This is an optimization exercise on Yosys and OpenROAD, whose aim is small area, a short achievable clock period and few clock cycles, not a production implementation. Function was checked by simulation only, so behaviour that the tests miss may differ from the original. Power figures rest on the tool's default switching activity, not on a simulated workload.

==> inputs of build 29 <==
// laser_dot_centroid_ranger
module laser_dot_centroid_ranger (
    input  logic                 i_clk,
    input  logic                 i_rst_n,
    input  logic                 s_axis_tvalid,
    output logic                 s_axis_tready,
    input  logic [47:0]          s_axis_tdata,
    input  logic                 s_axis_tlast,
    output logic                 m_axis_tvalid,
    input  logic                 m_axis_tready,
    output logic [55:0]          m_axis_tdata,
    output logic [1:0]           m_axis_tuser,
    input  logic                 i_cfg_we,
    input  logic [2:0]           i_cfg_idx,
    input  logic [COEF_W-1:0]    i_cfg_data
);
Settings: LEC_CHECK=0, ABC_AREA=1, CAP_MARGIN=20, CORE_MARGIN=2, CORE_UTILIZATION=60, PLACE_DENSITY=0.75, SETUP_SLACK_MARGIN=5, SLEW_MARGIN=20, SYNTH_MEMORY_MAX_BITS=16384, TNS_END_PERCENT=100; clock period 9.0 ns.
run.sh (not shown) runs the stock make flow with config.mk's settings and CLKGATE_MAP_FILE= SYNTH_SCRIPT=/design/flow/synth_recipe.tcl, a recipe that flattens the netlist after the stock synthesis.
==> inputs of trial 52, as changes to build 29 <==
--- a/flow/design.v
+++ b/flow/design.v
@@ -119,22 +119,33 @@
     assign o_col  = r_c3;
     assign o_row  = r_r3;
     assign o_l2   = r_l;
 endmodule
 import ldcr_pkg::*;
 module ldcr_div (
-    input  logic [33:0] i_a,
-    input  logic [33:0] i_b,
-    input  logic        i_ci,
-    output logic [33:0] o_s
+    input  logic             i_clk,
+    input  logic             i_load,
+    input  logic [SUM_W-1:0] i_sum,
+    input  logic             i_step,
+    input  logic [CNT_W-1:0] i_dvs,
+    output logic [COL_W-1:0] o_quo
 );
-    logic [34:0] t;
+    logic [SUM_W:0]   r_c;         
+    logic [CNT_W+1:0] sh, nx;
     always_comb begin
-        t   = {i_a, 1'b1} + {i_b, i_ci};
-        o_s = t[34:1];
+        sh = {r_c[SUM_W:COL_W], r_c[COL_W-1]};
+        nx = r_c[SUM_W] ? sh + {2'b0, i_dvs} : sh - {2'b0, i_dvs};
+    end
+    always_ff @(posedge i_clk) begin
+        if (i_load) begin
+            r_c <= {1'b0, i_sum};
+        end else if (i_step) begin
+            r_c <= {nx[CNT_W:0], r_c[COL_W-2:0], !nx[CNT_W+1]};
+        end
     end
+    assign o_quo = r_c[COL_W-1:0];
 endmodule
 import ldcr_pkg::*;
 module ldcr_ctrl (
     input  logic i_clk,
     input  logic i_rst_n,
     input  logic i_s_tvalid,
@@ -183,140 +194,128 @@
     output logic [55:0]       o_m_tdata,
     output logic [1:0]        o_m_tuser
 );
     logic [CNT_W-1:0] r_cnt, cnt_b;
     logic [SUM_W-1:0] r_csum, r_rsum, csum_b, rsum_b;
     logic             r_pend, r_done, add, snap, free;
-    logic             r_idle, r_rdiv, r_cmov, r_cdiv, r_minit, r_dabs, r_mul, r_neg1, r_neg2, r_div, r_fin;
-    logic             r_dsel;       
+    logic             r_idle, r_cdiv, r_minit, r_dabs, r_mul, r_neg1, r_neg2, r_div, r_fin;
     logic             r_ovld;
-    logic             r_snap, snap_n, pend_n, idle_n, ovld_n, nonzero;
     always_comb begin
-        free    = r_idle && !r_ovld;
-        snap    = r_snap;
-        nonzero = r_cnt != '0;
-        pend_n  = (r_pend || r_done) && !snap;
-        idle_n  = (r_idle && !(snap && nonzero)) || r_fin;
-        ovld_n  = (r_ovld && !i_m_tready) || (snap && !nonzero) || r_fin;
-        snap_n  = (i_last || pend_n) && idle_n && !ovld_n;
-        cnt_b   = snap ? '0 : r_cnt;
-        csum_b  = snap ? '0 : r_csum;
-        rsum_b  = snap ? '0 : r_rsum;
-        add     = i_hit && (cnt_b != '1);
+        free   = r_idle && !r_ovld;
+        snap   = (r_done || r_pend) && free;
+        cnt_b  = snap ? '0 : r_cnt;
+        csum_b = snap ? '0 : r_csum;
+        rsum_b = snap ? '0 : r_rsum;
+        add    = i_hit && (cnt_b != '1);
     end
     always_ff @(posedge i_clk) begin
         if (!i_rst_n) begin
             r_cnt  <= '0;
             r_csum <= '0;
             r_rsum <= '0;
+        end else if (add) begin
+            r_cnt  <= cnt_b + 1'b1;
+            r_csum <= csum_b + SUM_W'(i_col);
+            r_rsum <= rsum_b + SUM_W'(i_row);
         end else begin
-            r_cnt  <= cnt_b + CNT_W'(add);
-            r_csum <= csum_b + (add ? SUM_W'(i_col) : '0);
-            r_rsum <= rsum_b + (add ? SUM_W'(i_row) : '0);
+            r_cnt  <= cnt_b;
+            r_csum <= csum_b;
+            r_rsum <= rsum_b;
         end
     end
     always_ff @(posedge i_clk) begin
         if (!i_rst_n) begin
             r_done <= 1'b0;
             r_pend <= 1'b0;
-            r_snap <= 1'b0;
         end else begin
             r_done <= i_last;
-            r_pend <= pend_n;
-            r_snap <= snap_n;
+            r_pend <= (r_pend || r_done) && !snap;
         end
     end
     logic [33:0]      r_r;
     logic [31:0]      r_q, r_d;
     logic [ROW_W-1:0] r_cr;
     logic [4:0]       r_n;
     logic             r_dneg, r_dz, r_neg, r_c, r_ofound, r_ook;
-    logic [COL_W-1:0] r_cc;
-    logic             last_n, rdiv_n, cdiv_n, div_n;
+    logic [COL_W-1:0] cc;
+    logic             last_n, nonzero;
     logic [33:0] a, b, s;
+    logic [34:0] t;
     logic        ci, qb;
     always_comb begin
-        a = ({34{r_dsel}}         & {r_r[32:0], r_q[31]})
+        a = ({34{r_cdiv | r_div}} & {r_r[32:0], r_q[31]})
           | ({34{r_mul}}          & r_r)
           | ({34{r_neg2}}         & ~r_r)
           | ({34{r_neg1}}         & ~{2'b0, r_q})
           | ({34{r_fin}}          & {2'b0, r_q})
           | ({34{r_minit}}        & {{2{i_shift[31]}}, i_shift});
-        b = ({34{r_dsel | r_dabs}}         & ({2'b0, r_d} ^ {34{!r_r[33] | r_dabs}}))
+        b = ({34{r_cdiv | r_div | r_dabs}} & ({2'b0, r_d} ^ {34{!r_r[33] | r_dabs}}))
           | ({34{r_mul & r_q[0]}}          & {{2{i_slope[31]}}, i_slope})
-          | ({34{r_minit}}                 & {8'b0, r_cr, 16'b0});
-        ci = (r_dsel & !r_r[33]) | r_dabs | r_neg1
+          | ({34{r_minit}}                 & {8'b0, r_q[9:0], 16'b0});
+        ci = ((r_cdiv | r_div) & !r_r[33]) | r_dabs | r_neg1
            | (r_neg2 & r_c) | (r_fin & r_neg);
+        t  = {a, 1'b1} + {b, ci};
+        s  = t[34:1];
         qb = !s[33];
-        last_n  = ((r_rdiv || r_cdiv) && r_n == 5'd9) || (r_mul && r_n == 5'd15)
+        last_n  = (r_cdiv && r_n == 5'd9) || (r_mul && r_n == 5'd15)
                || (r_div && r_n == 5'd31);
-        rdiv_n  = (r_idle && snap && nonzero) || (r_rdiv && !last_n);
-        cdiv_n  = r_cmov || (r_cdiv && !last_n);
-        div_n   = (r_neg1 && !r_r[33]) || r_neg2 || (r_div && !last_n);
+        nonzero = r_cnt != '0;
     end
     always_ff @(posedge i_clk) begin
         if (!i_rst_n) begin
             r_idle  <= 1'b1;
-            r_rdiv  <= 1'b0;
-            r_cmov  <= 1'b0;
             r_cdiv  <= 1'b0;
-            r_dsel  <= 1'b0;
             r_minit <= 1'b0;
             r_dabs  <= 1'b0;
             r_mul   <= 1'b0;
             r_neg1  <= 1'b0;
             r_neg2  <= 1'b0;
             r_div   <= 1'b0;
             r_fin   <= 1'b0;
             r_ovld  <= 1'b0;
         end else begin
-            r_idle  <= idle_n;
-            r_rdiv  <= rdiv_n;
-            r_cmov  <= r_rdiv && last_n;
-            r_cdiv  <= cdiv_n;
-            r_dsel  <= rdiv_n || cdiv_n || div_n;
+            r_idle  <= (r_idle && !(snap && nonzero)) || r_fin;
+            r_cdiv  <= (r_idle && snap && nonzero) || (r_cdiv && !last_n);
             r_minit <= r_cdiv && last_n;
             r_dabs  <= r_minit;
             r_mul   <= r_dabs || (r_mul && !last_n);
             r_neg1  <= r_mul && last_n;
             r_neg2  <= r_neg1 && r_r[33];
-            r_div   <= div_n;
+            r_div   <= (r_neg1 && !r_r[33]) || r_neg2 || (r_div && !last_n);
             r_fin   <= r_div && last_n;
-            r_ovld  <= ovld_n;
+            r_ovld  <= (r_ovld && !i_m_tready) || (snap && !nonzero) || r_fin;
         end
     end
     always_ff @(posedge i_clk) begin
         if (!i_rst_n || snap) begin
             r_n <= '0;
-        end else if (r_rdiv || r_cdiv || r_mul || r_div) begin
+        end else if (r_cdiv || r_mul || r_div) begin
             r_n <= last_n ? 5'd0 : r_n + 1'b1;
         end
     end
     always_ff @(posedge i_clk) begin
         if (snap) begin
             r_d      <= {12'b0, r_cnt};
             r_r      <= {14'b0, r_rsum[SUM_W-1:COL_W]};
-            r_q      <= {r_rsum[COL_W-1:0], r_csum[SUM_W-1:8]};
-            r_cc     <= r_csum[COL_W-1:0];
+            r_q      <= {r_rsum[COL_W-1:0], 22'b0};
             r_cr     <= '0;
             r_ofound <= nonzero;
             r_ook    <= 1'b0;
         end
-        if (r_dsel) begin
+        if (r_cdiv) begin
             r_r <= s;
-            r_q <= {r_q[30:0], qb ^ (r_div & r_neg)};
+            r_q <= {r_q[30:0], qb};
         end
-        if (r_cmov) begin
-            r_cr <= r_q[9:0];
-            r_r  <= {14'b0, r_q[31:12]};
-            r_q  <= {r_q[11:10], r_cc[7:0], 22'b0};
+        if (r_div) begin
+            r_r <= s;
+            r_q <= {r_q[30:0], qb ^ r_neg};
         end
         if (r_minit) begin
-            r_cc   <= r_q[9:0];
+            r_cr   <= r_q[9:0];
             r_r    <= {{2{i_off[31]}}, i_off};
-            r_q    <= {22'b0, r_cr};
+            r_q    <= {22'b0, r_q[9:0]};
             r_d    <= s[31:0];
             r_dneg <= s[33];
         end
         if (r_dabs) begin
             r_dz <= ({r_dneg, r_d} == '0);
             if (r_dneg) r_d <= s[31:0];
@@ -339,24 +338,26 @@
             if (r_dz)         r_r <= '0;
             else if (r_q[31] ^ r_neg) r_r <= {2'b0, r_neg ? 32'h8000_0000 : 32'h7FFF_FFFF};
             else              r_r <= {2'b0, s[31:0]};
             r_ook <= !r_dz;
         end
     end
-    ldcr_div u_add (
-        .i_a  (a),
-        .i_b  (b),
-        .i_ci (ci),
-        .o_s  (s)
+    ldcr_div u_cdiv (
+        .i_clk  (i_clk),
+        .i_load (snap),
+        .i_sum  (r_csum),
+        .i_step (r_cdiv),
+        .i_dvs  (r_d[CNT_W-1:0]),
+        .o_quo  (cc)
     );
     assign o_free     = free;
     assign o_snap     = snap;
     assign o_pend     = r_pend;
     assign o_done     = r_done;
     assign o_m_tvalid = r_ovld;
-    assign o_m_tdata  = {4'b0, r_r[31:0], r_cr, r_cc};
+    assign o_m_tdata  = {4'b0, r_r[31:0], r_cr, cc};
     assign o_m_tuser  = {r_ook, r_ofound};
 endmodule
 import ldcr_pkg::*;
 module laser_dot_centroid_ranger (
     input  logic                 i_clk,
     input  logic                 i_rst_n,
Settings changed: CORE_UTILIZATION 60 to 40, PLACE_DENSITY 0.75 to not set.
==> inputs of trial 68, as changes to build 29 <==
Settings changed: ABC_AREA 1 to not set, CORE_UTILIZATION 60 to 40, CTS_BUF_LIST set to sky130_fd_sc_hd__clkbuf_8, CTS_CLUSTER_DIAMETER set to 50, CTS_CLUSTER_SIZE set to 16, PLACE_DENSITY 0.75 to not set.
==> summary.txt <==
- Antenna cell count: 3
- Outcome: finished clean
- Layout area overhead: 13.7%
- Num CTS Buffers: between 40 and 50
- Hold WS: around 330 ps
- Clock slew at reported path FFs: 60 ps
- Logic power comb: about 0.73 mW
- Largest cells by area after synthesis: dfxtp_1 (26%), nand2_1 (11%), ha_1 (7.9%)
# the run above: build 29

==> summary.txt <==
- Outcome: finished clean
- Num CTS Buffers: 51
- Clock slew at reported path FFs: around 60 ps
- Layout area overhead: 15.8%
- Antenna cell count: 0
- Dpl ws: about 3500 ps
- Largest cells by area after synthesis: dfxtp_1 (24%), nand2_1 (11%), ha_1 (8.2%)
- Logic power comb: between 1 and 1.5 mW
- Hold WS: approximately 320 ps
# the run above: trial 52

==> summary.txt <==
- Outcome: finished clean
- Clock slew at reported path FFs: around 100 ps
- Crit-path max FO: 3
- Ports: between 100 and 150
- Logic power comb: 0.643 mW
- Antenna cell count: 1
- Layout area overhead: 18.0%
- Num CTS Buffers: 53
# the run above: trial 68

Testbench counts of build 29, summed over its fixed seeds: cycles 43,134.
Testbench counts of trial 52, summed over its fixed seeds: cycles 42,797.
Testbench counts of trial 68, summed over its fixed seeds: cycles 43,134.

## static timing again, ports no longer ideal
No port has a modelled driver above. Below, the same layouts with a new extraction and two added sets of constraints.
Step 1, drivers: a clkbuf_16 drives i_clk and a buf_2 each remaining input, both assumed.
Step 2 also shifts input and output timing later by t, the mid clock arrival at the registers, as if the neighbouring blocks saw the same clock.
a / b / c = no drivers / after step 1 / after step 2; a / b = the first two.
run	shift t [ns]	setup WS [ns]	worst setup path at the end	clock arrival spread, ns
build 29	0.649	4.984 / 4.984 / 4.478	input to register	0.025 / 0.025
trial 52	0.680	5.122 / 5.122 / 4.522	input to register	0.021 / 0.021
trial 68	0.743	4.884 / 4.884 / 4.380	input to register	0.064 / 0.064
After both steps every run listed still meets setup and hold. The setup slack of trial 52, which loses most, moves by 0.000 ns with the drivers and by -0.600 ns with both steps.
